This design comes from an exercise in tuning for small area, a short achievable clock period and few clock cycles per item on the open sky130 flow, not from production work.
The RTL was checked by simulation tests, not by an equivalence proof against the original design.
Power is estimated from default activity; no workload was simulated.

==> design.v <==
module ofdm_frame_sched #(
    parameter int DW   = 8,
    parameter int NFFT = 128
) (
    input  logic          clk,
    input  logic          reset,
    input  logic          sym_valid,
    output logic          sym_ready,
    input  logic [DW-1:0] sym_i,
    input  logic [DW-1:0] sym_q,
    input  logic          sink_ready,
    output logic          sink_valid,
    output logic          sink_sop,
    output logic          sink_eop,
    output logic [DW-1:0] sink_real,
    output logic [DW-1:0] sink_imag,
    output logic          frame_done
);
    localparam int H  = NFFT / 2;
    localparam int AW = $clog2(H);
    localparam int KW = $clog2(NFFT);
    localparam logic [DW-1:0] MIN_VAL = {1'b1, {(DW-1){1'b0}}};
    localparam logic [DW-1:0] MAX_VAL = {1'b0, {(DW-1){1'b1}}};
    logic [2*DW-1:0] ring [H];
    logic [2*DW-1:0] din;
    assign din = {sym_i, sym_q};
    logic [AW-1:0] wpos;      
    logic [AW-1:0] wr_j;      
    logic          wf;        
    logic [KW-1:0] rd_k;      
    logic          rf;        
    logic [AW-1:0] rpos;      
    logic          ahead;
    logic          accept;
    logic          avail;     
    logic          tap_ok;    
    logic          byp_ok;    
    logic [3:0]    wen;       
    logic [H/8-1:0] tsel;     
    logic          o_load;
    assign ahead  = wf ^ rf;
    assign accept = sym_valid && sym_ready;
    assign o_load = (!sink_valid || sink_ready) && (tap_ok || (byp_ok && sym_valid));
    always_ff @(posedge clk) begin
        ring[0] <= ring[H-1];
        for (int p = 1; p < H; p++) begin
            if (p < 8 && p[0] && sym_valid && wen[p/2]) ring[p] <= din;
            else                                          ring[p] <= ring[p-1];
        end
    end
    logic [AW-1:0] wpos_n, wr_j_n, rpos_n;
    logic [KW-1:0] rd_k_n;
    logic          wf_n, rf_n, ahead_n;
    always_comb begin
        wr_j_n = accept ? wr_j + 1'b1 : wr_j;
        wf_n   = (accept && wr_j == AW'(H - 1)) ? ~wf : wf;
        if (accept) wpos_n = (wr_j[1:0] == 2'd3) ? wpos - AW'(6) : wpos + AW'(2);
        else        wpos_n = wpos + 1'b1;
        rd_k_n = o_load ? rd_k + 1'b1 : rd_k;
        rf_n   = (o_load && rd_k == KW'(NFFT - 1)) ? ~rf : rf;
        if (!o_load)              rpos_n = rpos + 1'b1;
        else if (!rd_k[KW-1])     rpos_n = (rd_k[1:0] == 2'd3) ? rpos - AW'(6) : rpos + AW'(2);
        else                      rpos_n = (rd_k[1:0] == 2'd0) ? rpos + AW'(8) : rpos;
        ahead_n = wf_n ^ rf_n;
    end
    logic sym_ready_n, avail_n;
    always_comb begin
        sym_ready_n = (wpos_n[AW-1:3] == '0) && wpos_n[0] &&
                      (!ahead_n || (wr_j_n == '0 && rd_k_n[KW-1] && rd_k_n[KW-2:0] != '0));
        avail_n     = ahead_n || (rd_k_n[AW-1:0] != wr_j_n);
    end
    always_ff @(posedge clk) begin
        if (reset) begin
            wpos      <= AW'(1);
            wr_j      <= '0;
            wf        <= 1'b0;
            rd_k      <= '0;
            rf        <= 1'b0;
            rpos      <= '0;
            sym_ready <= 1'b1;
            wen       <= 4'b0001;
            avail     <= 1'b0;
            tap_ok    <= 1'b0;
            byp_ok    <= 1'b1;
            tsel      <= '0;
        end else begin
            wpos      <= wpos_n;
            wr_j      <= wr_j_n;
            wf        <= wf_n;
            rd_k      <= rd_k_n;
            rf        <= rf_n;
            rpos      <= rpos_n;
            sym_ready <= sym_ready_n;
            for (int i = 0; i < 4; i++)
                wen[i] <= sym_ready_n && (wpos_n[2:0] == 3'(2*i+1));
            avail     <= avail_n;
            tap_ok    <= avail_n && (rpos_n[2:0] == 3'd0);
            byp_ok    <= !avail_n && sym_ready_n;
            for (int e = 0; e < H/8; e++)
                tsel[e] <= avail_n && (rpos_n[AW-1:3] == (AW-3)'(e));
        end
    end
    logic [2*DW-1:0] smp;
    logic [DW-1:0]   si, sq, re_n, im_n, nq;
    always_comb begin
        smp = avail ? '0 : din;
        for (int e = 0; e < H/8; e++)
            smp = smp | ({(2*DW){tsel[e]}} & ring[8*e]);
    end
    assign si  = smp[2*DW-1:DW];
    assign sq  = smp[DW-1:0];
    always_comb begin
        logic seen;
        seen = 1'b0;
        for (int i = 0; i < DW; i++) begin
            nq[i] = sq[i] ^ seen;
            seen  = seen | sq[i];
        end
        if (sq == MIN_VAL) nq = MAX_VAL;
    end
    always_comb begin
        re_n = si;
        im_n = sq;
        if (rd_k == '0) begin
            im_n = '0;
        end else if (rd_k == KW'(H)) begin
            re_n = sq;
            im_n = '0;
        end else if (rd_k[KW-1]) begin
            im_n = nq;
        end
    end
    always_ff @(posedge clk) begin
        if (reset) begin
            sink_valid <= 1'b0;
        end else begin
            sink_valid <= o_load || (sink_valid && !sink_ready);
        end
    end
    always_ff @(posedge clk) begin
        if (o_load) begin
            sink_sop  <= (rd_k == '0);
            sink_eop  <= (rd_k == KW'(NFFT - 1));
            sink_real <= re_n;
            sink_imag <= im_n;
        end
    end
    assign frame_done = sink_valid && sink_ready && sink_eop;
endmodule
==> run.sh <==
#!/bin/bash
# synth_recipe.tcl (not shown) runs the flow's synth.tcl, then flattens the netlist and writes it again
# the make line also repeats each setting of config.mk as NAME=value (left out here)
make -C /OpenROAD-flow-scripts/flow DESIGN_CONFIG=/design/flow/config.mk WORK_HOME=/design/flow/orfs CLKGATE_MAP_FILE= SYNTH_SCRIPT=/design/flow/synth_recipe.tcl finish
==> config.mk <==
export PLATFORM = sky130hd
export DESIGN_NAME = ofdm_frame_sched
export DESIGN_NICKNAME = ofdm_frame_sched
export VERILOG_FILES = /design/flow/design.v
export SDC_FILE = /design/flow/constraint.sdc
export NUM_CORES = 4
export LEC_CHECK = 0
export CAP_MARGIN = 20
export CORE_MARGIN = 2
export CORE_UTILIZATION = 50
export CTS_BUF_LIST = sky130_fd_sc_hd__clkbuf_16
export CTS_CLUSTER_DIAMETER = 60
export CTS_CLUSTER_SIZE = 30
export PLACE_DENSITY = 0.65
export SETUP_SLACK_MARGIN = 3.65
export SLEW_MARGIN = 20
==> constraint.sdc <==
create_clock -name core_clock -period 6.5 [get_ports {clk}]
set_input_delay 1.3000 -clock core_clock [delete_from_list [all_inputs] [get_ports {clk}]]
set_output_delay 1.3000 -clock core_clock [all_outputs]
set_load 0.01 [all_outputs]
==> run notes <==
## Yosys cell counts (3+ instances only)
| master | n |
|---|---|
| a21o_1 | 4 |
| a21oi_1 | 23 |
| a221oi_1 | 10 |
| a221oi_2 | 5 |
| a222oi_1 | 16 |
| a22o_1 | 9 |
| a22oi_1 | 24 |
| a31oi_1 | 5 |
| and2_1 | 4 |
| and3_1 | 4 |
| buf_2 | 8 |
| clkbuf_1 | 25 |
| dfxtp_1 | 1068 |
| edfxtp_1 | 18 |
| ha_1 | 18 |
| inv_1 | 10 |
| mux2_1 | 22 |
| mux2_2 | 42 |
| mux2i_1 | 9 |
| nand2_1 | 27 |
| nand2b_1 | 3 |
| nand3_1 | 25 |
| nand4_1 | 7 |
| nor2_1 | 45 |
| nor2b_1 | 4 |
| nor3_1 | 7 |
| nor3b_1 | 3 |
| nor4_1 | 4 |
| o211ai_1 | 5 |
| o21ai_0 | 3 |
| o21ai_1 | 4 |
| xnor2_1 | 27 |
| xor2_1 | 11 |
## routing by layer
layer	share of wire, %	up-vias	track usage [%]	wire, um
li1	-	5258	-	-
met1	50	5058	21.7	20000
met2	43	161	23.4	17100
met3	4.5	74	3.53	1810
met4	3.1	6	5.41	1260
met5	0.092	-	0	37
## stage by stage
stage	total power [mW]	setup slack, ns
6_report	11.7	3.54
5_1_grt	12.1	3.53
4_1_cts	11.7	3.51
3_5_place_dp	8.22	2.35
3_3_place_gp	8.19	2.46
2_1_floorplan	7.89	3.26
## sequential cells by signal, indices dropped and copies added, names as in the netlist
name	flops
rf	1
wpos	6
sink_eop	1
sym_ready	1
rd_k	7
rpos	6
sink_sop	1
sink_real	8
tsel	8
avail	1
wf	1
byp_ok	1
sink_valid	1
ring	1024
sink_imag	8
tap_ok	1
wr_j	6
wen	4
## how the worst max path moves through the flow
| stage | start | slack (ns) | to | depth (start not counted) |
|---|---|---|---|---|
| 3_3_place_gp | sym_valid | 2.46 | wen[3] | 9 |
| 6_report | sink_ready | 3.54 | frame_done | 3 |
| 4_1_cts | sink_ready | 3.51 | frame_done | 3 |
| 3_5_place_dp | sym_valid | 2.35 | wen[3] | 9 |
| 5_1_grt | sink_ready | 3.53 | frame_done | 3 |
| 2_1_floorplan | sym_q[2] | 3.26 | sink_imag[7] | 11 |
## power by group through the flow
| stage | registers (mW) | logic, mW | clock network (mW) |
|---|---|---|---|
| 2_1_floorplan | 7.54 | 0.353 | 0 |
| 3_3_place_gp | 7.63 | 0.557 | 0 |
| 3_5_place_dp | 7.65 | 0.568 | 0 |
| 4_1_cts | 7.50 | 0.648 | 3.55 |
| 5_1_grt | 7.56 | 0.741 | 3.80 |
| 6_report | 7.50 | 0.684 | 3.47 |
## timing repair
action                     4_1_cts  5_1_grt
buffers inserted                15       11
hold buffers                     0        0
setup endpoints to repair       47       23
cloned                           1        0
pin swaps                       24       20
gates resized for setup         90       23
## layout make-up
class                   instances  share of cell area, %
clock inverters                24                  0.883
flip-flops and latches       1086                   77.4
clock buffers                  49                   4.33
multi-input cells             396                   11.6
repair inverters                1                 0.0221
diodes                          1                0.00883
inverters                      12                  0.185
well taps                     672                   2.97
repair buffers                 79                   2.57
## kinds of logic after synthesis
kind of cell / Yosys count / share of synthesized area, %
AO/OA/AOI/OAI: 119 / 3.66
buffers and inverters: 48 / 0.771
multiplexers: 73 / 3.22
XOR/XNOR: 38 / 1.32
adder cells (fa/ha/maj): 18 / 0.895
flip-flops: 1086 / 87.2
AND/OR/NAND/NOR: 148 / 2.97
## worst max-delay path, delay by kind of cell
family / cells / cell delay, ns
buf+inv: 2 / 0.20
simple gates: 1 / 0.15
==> impl_results.md <==
* # rows at just over 80
* Worst-Skew Late Latency at 0.62 ns
* Slowest stage delay, CP at 0.15 ns
* Reg2Reg Depth at 13
* Worst path slowest cell: and3_4
* Setup Skew at 0.0208 ns
* Hold Path Class: reg -> reg
* Sequential Power Share at approximately 64%
* Synth top area cells: dfxtp_1, edfxtp_1, mux2_2
* Status: timing/DRC/antenna clean
* Clk pwr share at between 20 and 30%
* Seq/Total Area, Yosys at 87.2%
* Port Buffers at 40
* Synthesized area at 0.0252 sq mm
* Final cell count without fillers at 2320
* Routed wire length per instance at roughly 17 um
* Post-synth top area share at 85.0%
* Total I/O pin count at 41
* Clock tree buffer depth at 3
* Root buf cell: clkbuf_16
* Most frequent cells in the layout: dfxtp_1, clkbuf_16, nor2_1
* CP Cell Sequence: buf_6 -> and3_4 -> buf_6
* EDFF count, synth at 18
* Switching Share at between 20% and 30%
* #FFs+latches synth at 1086
* Final wirelength at 40200 um
* Largest area contributor in the netlist: dfxtp_1
* Initial Util at 50.4%
* Netlist cell types at 55
* WP data arrival at around 1.7 ns
* DIE AREA at 0.0521 sq mm
* Final worst path period share at 45.5%
* Critical path class: in -> out
* Pre-antenna DRT Iters at 5
* Initial DRC Count at 671
* Layout Nets at 1660
* Hold Slack at 0.320 ns
* Die height at ~230 um
* Net load switching power at between 2 and 3 mW
* Tmin final at between 2 and 3 ns
* Final setup violation count at 0
* DP Wirelength at 23200 um
* Area delta synth->final at 12.7%
* DR vias/cell at 4.55
* Clock slew at reported path FFs at 0.10 ns
* Pint at 9.06 mW
* Clock tree sinks at roughly 1100
* Fin. Hold Viols at 0
* Unrepaired setup endpoints after global routing: true
* P_leak at approximately 11 nW
* Total number of vias at roughly 11000
* Placed instance area at ~0.026 sq mm
* Post-synth top flop: dfxtp_1
* R2r setup slk at 3.65 ns
* Combinational share of power at around 5.9%
* Peak fanout along the critical path at 2
* Final core utilization at a little under three fifths
* Global-route wire length before repair at 61200 um
* # fillers at 3917
* CP most frequent cell: buf_6
* Max Cap Viol at 0
* Setup TNS at 0 ns
* Worst R2R End: sink_imag[7]
* Share of layout cells above drive strength 1 at 12.0%
* Pin slew with the least headroom to its limit at 0.770 ns
* Leading cell type in the layout, fill and taps excluded: dfxtp_1
* Area of the multi-input gates at between 0.003 and 0.004 sq mm
* Pwr Density at about 410 mW/mm^2
* GR Util All Layers at 15.4%
* Largest net degree at the start of global routing at 32
* Min-delay src: ring[14][9]
* Final Max Slew Viols at 0
* Post-synth ARST share at 0%
* Post-DRT Antenna Nets at 0
* Syn. warnings at 58
* Total CTS buffers at 46
* R2R Path Start: tsel[1]
* Placed cells at 2219
* CTS tree: yes
* Number of global-route vias before repair at 10500
* Hold Crit Endpoint: ring[15][9]
* Hold Path Stages at 0
* Max H-tree Level at 2
* Die X-Extent at 228 um
* DRC at 0
* Initial antenna violation count at 4
* Max-slew headroom at between 40% and 50%
* CP required at between 5 and 6 ns
* Maximum vdd drop at ~0.00025 V
* Register Area at 0.0219 sq mm
* Routability cong. at roughly 0.84
* Max Fclk at 0.338 GHz
* Syn nets at 1568
* Syn Area/Cell at 16.4 sq um
* Element type at the critical path end: primary output
* Type of origin of the critical path: input port
* Core area at around 0.05 sq mm
* Overflow after GRT at 0
* Final instance area at around 0.028 sq mm
* Gate Count Post-Synth at about 1500
Testbench counts, summed over its fixed seeds: cycles 16,392, frames 128.

==> what the ideal ports hide <==
The results above use ideal ports. As a check the final layout listed here was re-extracted and re-timed, cells and wires unchanged. Step 1: set_driving_cell puts a clkbuf_16 on clk and a buf_2 on each other input, an assumption about the parent block. Step 2 moves the port delays by t, midway between the first and last clock arrival at a register: inputs arrive t later, outputs are due t later. That takes back most of the time a late clock gives input paths. Slacks: ideal / step 1 / step 2; pairs: ideal / step 1.
t (ns): 0.662
setup slack, ns: 3.541 / 3.508 / 2.965
worst setup path at the end: input to register
latest minus earliest clock arrival (ns): 0.028 / 0.028
worst data-port slew with drivers (ns): 0.09
After both steps this run still meets setup and hold. The setup slack of this run moves by -0.033 ns with the drivers and by -0.576 ns with both steps.
